Source: an optimization exercise on an open RTL-to-GDS flow (aim: a short achievable clock period and few clock cycles per item). Production flows keep margins and buffers that such runs may drop.
The flow treats the clock pin as an ideal source. Dropping or thinning the clock tree relies on that and would not hold on a real chip.
Power figures rest on the tool's default switching activity, not on a simulated workload.

==> module burst_engine, before the edit <==
module burst_engine (
    input  wire logic                      clk,
    input  wire logic                      rst_n,
    input  wire axi_wr_pkg::aw_cmd_t       cmd,
    input  wire logic                      cmd_nempty,
    output logic                           cmd_pop,
    input  wire axi_wr_pkg::w_beat_t       beat,
    input  wire logic                      beat_nempty,
    output logic                           beat_pop,
    output axi_wr_pkg::mem_wr_t            mem,
    output logic                           mem_we,
    input  wire logic                      mem_ready,
    input  wire logic                      can_start,
    output logic                           start,
    output logic                           resp_push,
    output logic                           resp_size_err,
    output logic [axi_wr_pkg::ID_W-1:0]    resp_id
);
    localparam int PB = axi_wr_pkg::PAGE_BIT;
    localparam int AW = axi_wr_pkg::ADDR_W;
    localparam int DW = axi_wr_pkg::DESC_W;
    logic                              act_q;
    logic [axi_wr_pkg::ID_W-1:0]       id_q;
    logic [AW-1:0]                     addr_q;
    logic [axi_wr_pkg::LEN_W-1:0]      rem_q;
    logic                              rz_q;
    logic [6:0]                        mask_q;
    logic                              fixed_q;
    logic                              serr_q;
    logic [6:0]                        dec_mask;
    logic                              dec_fixed;
    logic                              dec_serr;
    axi_wr_pkg::beat_desc_t            desc_in;
    axi_wr_pkg::beat_desc_t            desc;
    logic                              desc_ready;
    logic                              desc_nempty;
    axi_wr_pkg::mem_wr_t               mem_q;
    axi_wr_pkg::mem_wr_t               mem_nxt;
    logic                              mem_we_q;
    logic                              mlast_q;
    logic [axi_wr_pkg::ID_W-1:0]       rid_q;
    logic                              rserr_q;
    logic                              fire;
    logic                              fire_q;
    logic [axi_wr_pkg::ID_W-1:0]       pid_q;
    logic                              pserr_q;
    logic                              gen;
    logic                              load;
    logic                              can_issue;
    logic                              adv;
    logic                              issue;
    logic [PB-1:0]                     filled;
    logic [PB-1:0]                     stepped;
    logic [7:0]                        size_bit;
    logic                              next_carry;
    logic                              load_carry;
    logic                              carry_q;
    aw_decode u_aw_decode (
        .cmd      (cmd),
        .mask     (dec_mask),
        .fixed    (dec_fixed),
        .size_err (dec_serr)
    );
    assign gen     = act_q && desc_ready;
    assign load    = cmd_nempty && can_start && (!act_q || (gen && rz_q));
    assign start   = load;
    assign cmd_pop = load;
    assign filled     = addr_q[PB-1:0] | {5'd0, mask_q};
    assign stepped    = filled + 1'b1;
    assign size_bit   = {1'b0, mask_q} ^ {mask_q, 1'b1};
    assign next_carry = (&(addr_q[PB-1:0] | {4'd0, mask_q, 1'b1})) &&
                        !(|(addr_q[7:0] & size_bit));
    assign load_carry = &(cmd.addr[PB-1:0] | {5'd0, dec_mask});
    always_ff @(posedge clk or negedge rst_n) begin
        if (!rst_n) act_q <= 1'b0;
        else if (load) act_q <= 1'b1;
        else if (gen && rz_q) act_q <= 1'b0;
    end
    always_ff @(posedge clk) begin
        if (load) begin
            id_q    <= cmd.id;
            addr_q  <= cmd.addr;
            rem_q   <= cmd.len;
            rz_q    <= (cmd.len == 8'd0);
            mask_q  <= dec_mask;
            fixed_q <= dec_fixed;
            serr_q  <= dec_serr;
            carry_q <= load_carry;
        end else if (gen) begin
            rem_q <= rem_q - 1'b1;
            rz_q  <= (rem_q == 8'd1);
            if (fixed_q) begin
                addr_q[PB-1:0] <= addr_q[PB-1:0] & ~{5'd0, mask_q};
            end else if (!carry_q) begin
                addr_q[PB-1:0] <= stepped;
                carry_q        <= next_carry;
            end
        end
    end
    always_comb begin
        desc_in.id   = id_q;
        desc_in.addr = addr_q;
        desc_in.last = rz_q;
        desc_in.serr = serr_q;
    end
    sync_fifo #(
        .WIDTH (DW),
        .DEPTH (axi_wr_pkg::D_DEPTH)
    ) u_desc_fifo (
        .clk    (clk),
        .rst_n  (rst_n),
        .push   (gen),
        .din    (desc_in),
        .ready  (desc_ready),
        .pop    (issue),
        .dout   (desc),
        .nempty (desc_nempty)
    );
    assign can_issue = desc_nempty && beat_nempty;
    assign adv       = !mem_we_q || mem_ready;
    assign issue     = adv && can_issue;
    assign beat_pop  = issue;
    assign mem           = mem_q;
    assign mem_we        = mem_we_q;
    assign resp_push     = fire_q;
    assign resp_size_err = pserr_q;
    assign resp_id       = pid_q;
    always_comb begin
        mem_nxt.id   = desc.id;
        mem_nxt.addr = desc.addr;
        mem_nxt.data = beat.data;
        mem_nxt.strb = beat.strb;
        mem_nxt.last = beat.last;
    end
    assign fire = mem_we_q && mem_ready && mlast_q;
    always_ff @(posedge clk or negedge rst_n) begin
        if (!rst_n) begin
            mem_we_q <= 1'b0;
            fire_q   <= 1'b0;
        end else begin
            mem_we_q <= (mem_we_q && !mem_ready) || can_issue;
            fire_q   <= fire;
        end
    end
    always_ff @(posedge clk) begin
        if (adv) begin
            mem_q   <= mem_nxt;
            mlast_q <= desc.last;
        end
        if (adv && desc.last) begin
            rid_q   <= desc.id;
            rserr_q <= desc.serr;
        end
        if (fire) begin
            pid_q   <= rid_q;
            pserr_q <= rserr_q;
        end
    end
endmodule
export LEC_CHECK = 0
export ABC_CLOCK_PERIOD_IN_PS = 1800
export CAP_MARGIN = 20
export CORE_MARGIN = 2
export CORE_UTILIZATION = 45
export GPL_TIMING_DRIVEN = 0
export PLACE_DENSITY = 0.6
export SETUP_SLACK_MARGIN = 3.6
export SLEW_MARGIN = 20
create_clock -name core_clock -period 5.5 [get_ports {clk}]
standard.sh (not shown) runs the stock make flow with config.mk's settings and CLKGATE_MAP_FILE= SYNTH_SCRIPT=/design/flow/synth_recipe.tcl, a recipe that flattens the netlist after the stock synthesis.
==> flow/flow/run.sh <==
#!/bin/bash
# Standard synthesis and layout with three changes:
# - the clock tree: the clock port feeds four first-level clock buffers,
#   each feeding a share of 24 leaf buffers placed at the centres of
#   flip-flop clusters, so every flip-flop sees two clock buffers
#   (balanced, lower insertion delay than the stock H-tree);
# - sizing may change a cell's footprint (MATCH_CELL_FOOTPRINT=0);
# - port buffering and timing repair do not use delay cells (nodly.tcl).
# Each step's full output goes to a log of its own here.
set -euo pipefail
here=$(pwd)
nd="$here/flow/nodly.tcl"
hooks=(MATCH_CELL_FOOTPRINT=0 PRE_FLOORPLAN_TCL="$nd" PRE_GLOBAL_PLACE_TCL="$nd"
       PRE_RESIZE_TCL="$nd" PRE_REPAIR_TIMING_POST_PLACE_TCL="$nd" PRE_DETAIL_PLACE_TCL="$nd"
       PRE_GLOBAL_ROUTE_TCL="$nd" PRE_DETAIL_ROUTE_TCL="$nd")
bash standard.sh synth > "$here/log_1_synth.log" 2>&1
bash standard.sh "${hooks[@]}" floorplan place > "$here/log_2_place.log" 2>&1
bash standard.sh "${hooks[@]}" PRE_CTS_TCL="$here/flow/cts_tree.tcl" cts > "$here/log_3_cts.log" 2>&1
bash standard.sh "${hooks[@]}" finish > "$here/log_4_finish.log" 2>&1
Other scripts of this flow, unchanged in this note and not shown: flow/flow/cts_tree.tcl, flow/flow/nodly.tcl, flow/flow/outfix.tcl
Next try:
--- a/flow/design.v
+++ b/flow/design.v
@@ -186,14 +186,10 @@
     axi_wr_pkg::mem_wr_t               mem_nxt;
     logic                              mem_we_q;
     logic                              mlast_q;
     logic [axi_wr_pkg::ID_W-1:0]       rid_q;
     logic                              rserr_q;
-    logic                              fire;
-    logic                              fire_q;
-    logic [axi_wr_pkg::ID_W-1:0]       pid_q;
-    logic                              pserr_q;
     logic                              gen;
     logic                              load;
     logic                              can_issue;
     logic                              adv;
     logic                              issue;
@@ -268,43 +264,33 @@
     assign adv       = !mem_we_q || mem_ready;
     assign issue     = adv && can_issue;
     assign beat_pop  = issue;
     assign mem           = mem_q;
     assign mem_we        = mem_we_q;
-    assign resp_push     = fire_q;
-    assign resp_size_err = pserr_q;
-    assign resp_id       = pid_q;
+    assign resp_push     = mem_we_q && mem_ready && mlast_q;
+    assign resp_size_err = rserr_q;
+    assign resp_id       = rid_q;
     always_comb begin
         mem_nxt.id   = desc.id;
         mem_nxt.addr = desc.addr;
         mem_nxt.data = beat.data;
         mem_nxt.strb = beat.strb;
         mem_nxt.last = beat.last;
     end
-    assign fire = mem_we_q && mem_ready && mlast_q;
     always_ff @(posedge clk or negedge rst_n) begin
-        if (!rst_n) begin
-            mem_we_q <= 1'b0;
-            fire_q   <= 1'b0;
-        end else begin
-            mem_we_q <= (mem_we_q && !mem_ready) || can_issue;
-            fire_q   <= fire;
-        end
+        if (!rst_n) mem_we_q <= 1'b0;
+        else mem_we_q <= (mem_we_q && !mem_ready) || can_issue;
     end
     always_ff @(posedge clk) begin
         if (adv) begin
             mem_q   <= mem_nxt;
             mlast_q <= desc.last;
         end
         if (adv && desc.last) begin
             rid_q   <= desc.id;
             rserr_q <= desc.serr;
         end
-        if (fire) begin
-            pid_q   <= rid_q;
-            pserr_q <= rserr_q;
-        end
     end
 endmodule
 `default_nettype wire
 `timescale 1ns/1ps
 `default_nettype none
What happened:
- total power came out higher by 1.6%
- utilization came out higher by 1.7 points
- cell area came out higher by 0.89%
- worst setup slack improves by 0.021 ns
- synthesized area came out lower by 1.4%
- maximum frequency came out higher by 1.0%
- routed wire length came out higher by 5.0%
Function was not checked in any run of this note: the RTL went through the layout flow alone. In every run of this note, the design's own scripts or RTL, not TritonCTS, make the clock network.

==> re-timing with driven ports <==
In the flow no input, the clock included, has a driving cell. The finished layouts below were timed again as built, in two steps. Step 1 sets driving cells, clkbuf_16 on the clock port and buf_2 on the other inputs (assumed; they add their load-dependent delay and slew). Step 2 adds t to the input delays and takes it off the output delays; t is the mean of the earliest and latest rising clock arrival at the registers after step 1. Input paths then give back, and output paths get back, about the clock's delay inside the block. a / b / c = no drivers / after step 1 / after step 2; a / b = the first two.
run	shift t [ns]	slack for setup (ns)	worst setup path at the end
the first run	0.445	3.463 / 3.346 / 3.346	input to register
the second run	0.446	3.484 / 3.373 / 3.218	input to register
After both steps setup and hold are still met in every run listed. For the second run, which loses most, drivers alone change the setup slack by -0.111 ns; drivers and shift together by -0.266 ns.
